This design comes from an exercise in tuning for small area and a short achievable clock period on the open sky130 flow, not from production work. Only simulation tests tie the RTL to the original design; equivalence was not proved. Power is estimated from default activity; no workload was simulated.

// pam4_link
module pam4_link (
    input  logic        clk,
    input  logic        rstn,
    input  logic        symbol_valid,
    input  logic [1:0]  symbol,
    input  logic [5:0]  noise,
    output logic        sample_valid,
    output logic [7:0]  sample_level,
    output logic        decision_valid,
    output logic [1:0]  decision_symbol
);
    isi_channel i_isi_channel (
        .clk          (clk),
        .rstn         (rstn),
        .symbol_valid (symbol_valid),
        .symbol       (symbol),
        .noise        (noise),
        .sample_valid (sample_valid),
        .sample_level (sample_level)
    );
    dfe_detector i_dfe_detector (
        .clk             (clk),
        .rstn            (rstn),
        .sample_valid    (sample_valid),
        .sample_level    (sample_level),
        .decision_valid  (decision_valid),
        .decision_symbol (decision_symbol)
    );
endmodule
Settings: LEC_CHECK=0, CAP_MARGIN=20, CORE_AREA=2.5 2.5 62.5 62.5, DIE_AREA=0 0 65 65, SLEW_MARGIN=20; clock period 13.0 ns.
standard.sh (not shown) runs the stock make flow with config.mk's settings and CLKGATE_MAP_FILE= SYNTH_SCRIPT=/design/flow/synth_recipe.tcl, a recipe that flattens the netlist after the stock synthesis.
==> flow/flow/run.sh <==
#!/bin/bash
# Own layout flow: the standard flow (standard.sh) with three changes.
#  1. The technology-mapping abc call of the standard synthesis script uses flow/map.abc,
#     an area-oriented mapping script, instead of ORFS's abc script. Everything else in
#     synthesis (registers, their names and cells, flattening, renaming) is the standard flow's own.
#  2. No half/full adder cell extraction: abc maps all combinational logic.
#  3. Port buffers are plain buf_1 cells rather than the delay cells buffer_ports picks.
# The make output goes to make_finish.log; ORFS keeps each tool's log under orfs/logs.
set -euo pipefail
WORK=$(pwd)
FLOWDIR=$(cd "$(dirname "${BASH_SOURCE[0]}")" && pwd)
export OWN_ABC_SCRIPT=$FLOWDIR/map.abc
{
  echo 'proc abc {args} {'
  echo '  set i [lsearch -exact $args -script]'
  echo '  if {$i >= 0} { lset args [expr {$i + 1}] $::env(OWN_ABC_SCRIPT) }'
  echo '  yosys abc {*}$args'
  echo '}'
  cat "$WORK/synth_recipe.tcl"
} > "$WORK/own_synth.tcl"
export CTS_ARGS="-sink_clustering_enable -repair_clock_nets -dont_use_dummy_load"
export BUFFER_PORTS_ARGS="-inputs -outputs -buffer_cell sky130_fd_sc_hd__buf_1"
bash standard.sh SYNTH_SCRIPT="$WORK/own_synth.tcl" ADDER_MAP_FILE= SETUP_SLACK_MARGIN=9.1 finish > make_finish.log 2>&1
==> flow/flow/map.abc <==
strash
dch
map -D 1100
topo
The baseline went through all stages and came out clean.
Change:
==> flow/flow/run.sh (replaced) <==
#!/bin/bash
# Own layout flow: the standard flow (standard.sh), run whole, with these changes.
#  1. Synthesis is the standard script (synth_recipe.tcl) except for its technology-mapping
#     abc call, which runs flow/map.abc (strash; dch; map -D 900) instead of ORFS's abc script.
#     Registers, their names and cells, flattening and renaming are the standard synthesis's.
#  2. No half/full adder cell extraction (ADDER_MAP_FILE empty): abc maps all the logic.
#  3. Port buffers are buf_1 cells rather than the delay cells buffer_ports picks by default.
#  4. CTS without dummy loads (-dont_use_dummy_load); otherwise ORFS's default CTS arguments.
#  5. repair_timing aims for a setup margin of 9.1 ns (SETUP_SLACK_MARGIN), so it also sizes
#     up the few gates on the slowest input-to-register paths. The SDC and clock period are
#     the standard flow's, unchanged.
# The make output goes to make_finish.log; ORFS keeps each tool's own log under orfs/logs.
set -euo pipefail
WORK=$(pwd)
FLOWDIR=$(cd "$(dirname "${BASH_SOURCE[0]}")" && pwd)
export OWN_ABC_SCRIPT=$FLOWDIR/map.abc
{
  echo 'proc abc {args} {'
  echo '  set i [lsearch -exact $args -script]'
  echo '  if {$i >= 0} { lset args [expr {$i + 1}] $::env(OWN_ABC_SCRIPT) }'
  echo '  yosys abc {*}$args'
  echo '}'
  cat "$WORK/synth_recipe.tcl"
} > "$WORK/own_synth.tcl"
export CTS_ARGS="-sink_clustering_enable -repair_clock_nets -dont_use_dummy_load"
export BUFFER_PORTS_ARGS="-inputs -outputs -buffer_cell sky130_fd_sc_hd__buf_1"
bash standard.sh SYNTH_SCRIPT="$WORK/own_synth.tcl" ADDER_MAP_FILE= SETUP_SLACK_MARGIN=9.1 finish > make_finish.log 2>&1
==> flow/flow/map.abc (replaced) <==
strash
dch
map -D 900
topo
Result: Synthesized cell count went up by 2.5%. Final area went down by about 5%. Utilization went down by 1.6 points. Clock-buffer cell count does not change. Total power went down by 1.9%. First-iteration DRC count went up by about 30%. Area after synthesis went up by about 0.7%. Worst setup slack improves by 130 ps. Register-to-register slack improves by 140 ps. Fmax went up by 3.5%.

* * *

== the previous run ==
The RTL this note starts from:
==> flow/design.v <==
package pam4_pkg;
    typedef logic [1:0] symbol_t;
    typedef logic signed [8-1:0] sample_t;
    typedef logic signed [6-1:0] noise_t;
endpackage
`timescale 1ns/100ps
module chan_comb (
    input  logic s0,
    input  logic s1,
    input  logic p0,
    input  logic p1,
    input  logic n0,
    input  logic n1,
    input  logic n2,
    input  logic n3,
    input  logic n4,
    input  logic n5,
    output logic x0,
    output logic x1,
    output logic x2,
    output logic x3,
    output logic x4,
    output logic x5,
    output logic x6,
    output logic x7
);
    logic new_n19, new_n20, new_n21, new_n22, new_n23, new_n24, new_n25, new_n26, new_n27, new_n28, new_n29, new_n30, new_n31, new_n32, new_n33, new_n35, new_n37, new_n39, new_n40, new_n41, new_n42, new_n43, new_n44, new_n45, new_n46, new_n48, new_n49, new_n50, new_n51, new_n52, new_n53, new_n55, new_n56, new_n57, new_n58, new_n59, new_n60, new_n61, new_n62, new_n63, new_n64, new_n65, new_n67, new_n68, new_n69, new_n70, new_n71, new_n72, new_n73, new_n74, new_n75, new_n76, new_n77, new_n78, new_n79, new_n80, new_n81, new_n82;
    assign new_n19 = ~n2 & ~n3;
    assign new_n20 = s0 & p1;
    assign new_n21 = s1 & ~n5;
    assign new_n22 = p0 & n4;
    assign new_n23 = new_n21 & new_n22;
    assign new_n24 = new_n20 & new_n23;
    assign new_n25 = ~new_n19 & new_n24;
    assign new_n26 = n2 & n3;
    assign new_n27 = ~s0 & ~p1;
    assign new_n28 = ~s1 & n5;
    assign new_n29 = ~p0 & ~n4;
    assign new_n30 = new_n28 & new_n29;
    assign new_n31 = new_n27 & new_n30;
    assign new_n32 = ~new_n26 & new_n31;
    assign new_n33 = n0 & ~new_n32;
    assign x0 = new_n25 | new_n33;
    assign new_n35 = n1 & ~new_n32;
    assign x1 = new_n25 | new_n35;
    assign new_n37 = n2 & ~new_n24;
    assign x2 = ~new_n31 & ~new_n37;
    assign new_n39 = ~p0 & ~new_n26;
    assign new_n40 = ~new_n31 & new_n39;
    assign new_n41 = ~new_n19 & new_n40;
    assign new_n42 = p0 & ~new_n19;
    assign new_n43 = ~new_n40 & ~new_n42;
    assign new_n44 = ~new_n24 & ~new_n43;
    assign new_n45 = ~new_n26 & new_n44;
    assign new_n46 = p0 & ~new_n45;
    assign x3 = new_n41 | new_n46;
    assign new_n48 = ~new_n20 & ~new_n27;
    assign new_n49 = ~n4 & ~new_n48;
    assign new_n50 = n4 & new_n48;
    assign new_n51 = ~new_n49 & ~new_n50;
    assign new_n52 = new_n43 & ~new_n51;
    assign new_n53 = new_n44 & new_n51;
    assign x4 = ~new_n52 & ~new_n53;
    assign new_n55 = ~new_n21 & ~new_n28;
    assign new_n56 = n4 & ~new_n39;
    assign new_n57 = ~new_n42 & ~new_n56;
    assign new_n58 = new_n55 & new_n57;
    assign new_n59 = ~new_n55 & ~new_n57;
    assign new_n60 = ~new_n58 & ~new_n59;
    assign new_n61 = new_n20 & x4;
    assign new_n62 = new_n27 & ~x4;
    assign new_n63 = ~new_n61 & ~new_n62;
    assign new_n64 = new_n60 & ~new_n63;
    assign new_n65 = ~new_n60 & new_n63;
    assign x5 = ~new_n64 & ~new_n65;
    assign new_n67 = ~s1 & ~new_n20;
    assign new_n68 = s1 & ~new_n27;
    assign new_n69 = ~new_n67 & ~new_n68;
    assign new_n70 = ~n5 & ~new_n39;
    assign new_n71 = n5 & ~new_n42;
    assign new_n72 = n4 & ~new_n71;
    assign new_n73 = ~new_n70 & ~new_n72;
    assign new_n74 = ~new_n69 & ~new_n73;
    assign new_n75 = s1 & ~new_n20;
    assign new_n76 = ~new_n27 & ~new_n75;
    assign new_n77 = new_n73 & new_n76;
    assign new_n78 = ~new_n74 & ~new_n77;
    assign new_n79 = ~x5 & ~new_n78;
    assign new_n80 = new_n69 & new_n73;
    assign new_n81 = new_n74 & new_n76;
    assign new_n82 = ~new_n80 & ~new_n81;
    assign x6 = new_n79 | ~new_n82;
    assign x7 = new_n67 | new_n80;
endmodule
module isi_channel (
    input  logic                clk,
    input  logic                rstn,
    input  logic                symbol_valid,
    input  pam4_pkg::symbol_t   symbol,
    input  pam4_pkg::noise_t    noise,
    output logic                sample_valid,
    output pam4_pkg::sample_t   sample_level
);
    pam4_pkg::symbol_t prev_symbol;
    pam4_pkg::sample_t level_sat;
    chan_comb i_chan_comb (
        .s0 (symbol[0]), .s1 (symbol[1]), .p0 (prev_symbol[0]), .p1 (prev_symbol[1]),
        .n0 (noise[0]), .n1 (noise[1]), .n2 (noise[2]), .n3 (noise[3]), .n4 (noise[4]), .n5 (noise[5]),
        .x0 (level_sat[0]), .x1 (level_sat[1]), .x2 (level_sat[2]), .x3 (level_sat[3]),
        .x4 (level_sat[4]), .x5 (level_sat[5]), .x6 (level_sat[6]), .x7 (level_sat[7])
    );
    always_ff @(posedge clk) begin
        sample_valid <= rstn & symbol_valid;
        if (!rstn) begin
            prev_symbol <= 2'd1;
        end else if (symbol_valid) begin
            prev_symbol <= symbol;
        end
    end
    always_ff @(posedge clk) begin
        if (symbol_valid) begin
            sample_level <= level_sat;
        end
    end
endmodule
`timescale 1ns/100ps
module dfe_comb (
    input  logic x0,
    input  logic x1,
    input  logic x2,
    input  logic x3,
    input  logic x4,
    input  logic x5,
    input  logic x6,
    input  logic x7,
    input  logic d0,
    input  logic d1,
    output logic y0,
    output logic y1
);
    logic new_n13, new_n14, new_n15, new_n16, new_n17, new_n18, new_n19, new_n20, new_n21, new_n22, new_n23, new_n24, new_n25, new_n26, new_n27, new_n28, new_n29, new_n30, new_n31, new_n32, new_n33, new_n34, new_n35, new_n36, new_n37, new_n38, new_n39, new_n40, new_n41, new_n42, new_n43, new_n44, new_n45, new_n47;
    assign new_n13 = ~x0 & ~x1;
    assign new_n14 = x2 & ~new_n13;
    assign new_n15 = ~x3 & d0;
    assign new_n16 = ~new_n14 & new_n15;
    assign new_n17 = ~x4 & new_n16;
    assign new_n18 = x5 & ~new_n17;
    assign new_n19 = x3 & new_n14;
    assign new_n20 = ~x4 & ~new_n19;
    assign new_n21 = ~d0 & ~new_n20;
    assign new_n22 = ~x6 & ~new_n21;
    assign new_n23 = ~new_n18 & new_n22;
    assign new_n24 = d1 & new_n23;
    assign new_n25 = ~d1 & ~new_n23;
    assign new_n26 = x4 & ~d0;
    assign new_n27 = new_n19 & new_n26;
    assign new_n28 = ~x6 & ~new_n27;
    assign new_n29 = x5 & ~new_n28;
    assign new_n30 = ~x4 & d0;
    assign new_n31 = x6 & ~new_n30;
    assign new_n32 = ~new_n16 & new_n31;
    assign new_n33 = ~new_n29 & ~new_n32;
    assign new_n34 = ~new_n25 & new_n33;
    assign new_n35 = ~new_n24 & new_n34;
    assign new_n36 = ~x7 & ~new_n35;
    assign new_n37 = x6 & ~new_n17;
    assign new_n38 = x5 & ~new_n22;
    assign new_n39 = ~new_n37 & ~new_n38;
    assign new_n40 = ~x5 & ~new_n27;
    assign new_n41 = new_n32 & ~new_n40;
    assign new_n42 = d1 & ~new_n41;
    assign new_n43 = ~d1 & new_n41;
    assign new_n44 = ~new_n42 & ~new_n43;
    assign new_n45 = ~new_n39 & new_n44;
    assign y0 = new_n36 | new_n45;
    assign new_n47 = x7 & ~new_n43;
    assign y1 = ~new_n24 & ~new_n47;
endmodule
module dfe_detector (
    input  logic                clk,
    input  logic                rstn,
    input  logic                sample_valid,
    input  pam4_pkg::sample_t   sample_level,
    output logic                decision_valid,
    output pam4_pkg::symbol_t   decision_symbol
);
    logic [1:0] dec;
    dfe_comb i_dfe_comb (
        .x0 (sample_level[0]), .x1 (sample_level[1]), .x2 (sample_level[2]), .x3 (sample_level[3]),
        .x4 (sample_level[4]), .x5 (sample_level[5]), .x6 (sample_level[6]), .x7 (sample_level[7]),
        .d0 (decision_symbol[0]), .d1 (decision_symbol[1]),
        .y0 (dec[0]), .y1 (dec[1])
    );
    always_ff @(posedge clk) begin
        decision_valid <= rstn & sample_valid;
        if (!rstn) begin
            decision_symbol <= 2'd1;
        end else if (sample_valid) begin
            decision_symbol <= dec;
        end
    end
endmodule
`timescale 1ns/100ps
module pam4_link (
    input  logic        clk,
    input  logic        rstn,
    input  logic        symbol_valid,
    input  logic [1:0]  symbol,
    input  logic [5:0]  noise,
    output logic        sample_valid,
    output logic [7:0]  sample_level,
    output logic        decision_valid,
    output logic [1:0]  decision_symbol
);
    isi_channel i_isi_channel (
        .clk          (clk),
        .rstn         (rstn),
        .symbol_valid (symbol_valid),
        .symbol       (symbol),
        .noise        (noise),
        .sample_valid (sample_valid),
        .sample_level (sample_level)
    );
    dfe_detector i_dfe_detector (
        .clk             (clk),
        .rstn            (rstn),
        .sample_valid    (sample_valid),
        .sample_level    (sample_level),
        .decision_valid  (decision_valid),
        .decision_symbol (decision_symbol)
    );
endmodule
Settings: LEC_CHECK=0, CAP_MARGIN=20, CORE_AREA=2.5 2.5 62.5 62.5, DIE_AREA=0 0 65 65, SLEW_MARGIN=20; clock period 13.0 ns.
==> flow/flow/run.sh <==
#!/bin/bash
# Own layout flow: the standard flow (standard.sh) with three changes.
#  1. The technology-mapping abc call of the standard synthesis script uses flow/map.abc,
#     an area-oriented mapping script, instead of ORFS's abc script. Everything else in
#     synthesis (registers, their names and cells, flattening, renaming) is the standard flow's own.
#  2. No half/full adder cell extraction: abc maps all combinational logic.
#  3. Port buffers are plain buf_1 cells rather than the delay cells buffer_ports picks.
# The make output goes to make_finish.log; ORFS keeps each tool's log under orfs/logs.
set -euo pipefail
WORK=$(pwd)
FLOWDIR=$(cd "$(dirname "${BASH_SOURCE[0]}")" && pwd)
export OWN_ABC_SCRIPT=$FLOWDIR/map.abc
{
  echo 'proc abc {args} {'
  echo '  set i [lsearch -exact $args -script]'
  echo '  if {$i >= 0} { lset args [expr {$i + 1}] $::env(OWN_ABC_SCRIPT) }'
  echo '  yosys abc {*}$args'
  echo '}'
  cat "$WORK/synth_recipe.tcl"
} > "$WORK/own_synth.tcl"
export CTS_ARGS="-sink_clustering_enable -repair_clock_nets -dont_use_dummy_load"
export BUFFER_PORTS_ARGS="-inputs -outputs -buffer_cell sky130_fd_sc_hd__buf_1"
bash standard.sh SYNTH_SCRIPT="$WORK/own_synth.tcl" ADDER_MAP_FILE= finish > make_finish.log 2>&1
==> flow/flow/map.abc <==
strash
dch
map -D 900
topo
strash
dch
map -D 900
topo
The previous run completed; timing, DRC and antenna clean
Relative to the previous run, the following input files were edited for the current run:
diff --git a/flow/flow/run.sh b/flow/flow/run.sh
--- a/flow/flow/run.sh
+++ b/flow/flow/run.sh
@@ -21,3 +21,3 @@
 export CTS_ARGS="-sink_clustering_enable -repair_clock_nets -dont_use_dummy_load"
 export BUFFER_PORTS_ARGS="-inputs -outputs -buffer_cell sky130_fd_sc_hd__buf_1"
-bash standard.sh SYNTH_SCRIPT="$WORK/own_synth.tcl" ADDER_MAP_FILE= finish > make_finish.log 2>&1
+bash standard.sh SYNTH_SCRIPT="$WORK/own_synth.tcl" ADDER_MAP_FILE= SETUP_SLACK_MARGIN=9.1 finish > make_finish.log 2>&1
==> flow/flow/map.abc <==
&get -n
&st
&dch -f
&nf -D 900 -R 100
&put
topo
- The previous run -> the current run: clock buffer instance count of the final layout delta 0, exact match
- Compared the current run vs the previous run, and number of global-route vias before repair is down in the current run.
- The current run vs the previous run: count of placed standard cells in the final layout, fillers left out down by a little under 10%
- The critical path's slowest cell comes out sky130_fd_sc_hd__and2_1 in one run and sky130_fd_sc_hd__o21ai_0 in the other, namely in the current run and the previous run respectively.
- On post-route worst setup slack, the previous run loses to the current run.

==> re-timing with driven ports <==
How much do the figures lean on ideal ports? The routed layouts below were timed once more, with nothing changed but the port constraints.
Step 1 (the two cells are an assumption about what drives the block):
set clk [get_ports {clk}]
set_driving_cell -lib_cell sky130_fd_sc_hd__clkbuf_16 $clk
set_driving_cell -lib_cell sky130_fd_sc_hd__buf_2 [delete_from_list [all_inputs] $clk]
Step 2 adds t to the input delays and takes it off the output delays; t is the mean of the earliest and latest rising clock arrival at the registers after step 1. Input paths then give back, and output paths get back, about the clock's delay inside the block.
Three values: no drivers, after step 1, after step 2; two values: the first two.
| run | shift t [ns] | slack for setup (ns) | worst register clock-pin slew, ns | worst data-port slew with drivers (ns) |
|---|---|---|---|---|
| the first run of note 1 | 0.286 | 9.139 / 9.141 / 8.855 | 0.08 / 0.08 | 0.03 |
| the second run of note 1 | 0.288 | 9.268 / 9.263 / 8.974 | 0.08 / 0.08 | 0.03 |
| the previous run | 0.285 | 9.087 / 9.089 / 8.803 | 0.08 / 0.08 | 0.03 |
| the current run | 0.290 | 9.129 / 9.116 / 8.826 | 0.08 / 0.08 | 0.05 |
After both steps every run listed still meets setup and hold. For the current run, which loses most, drivers alone change the setup slack by -0.013 ns; drivers and shift together by -0.303 ns.
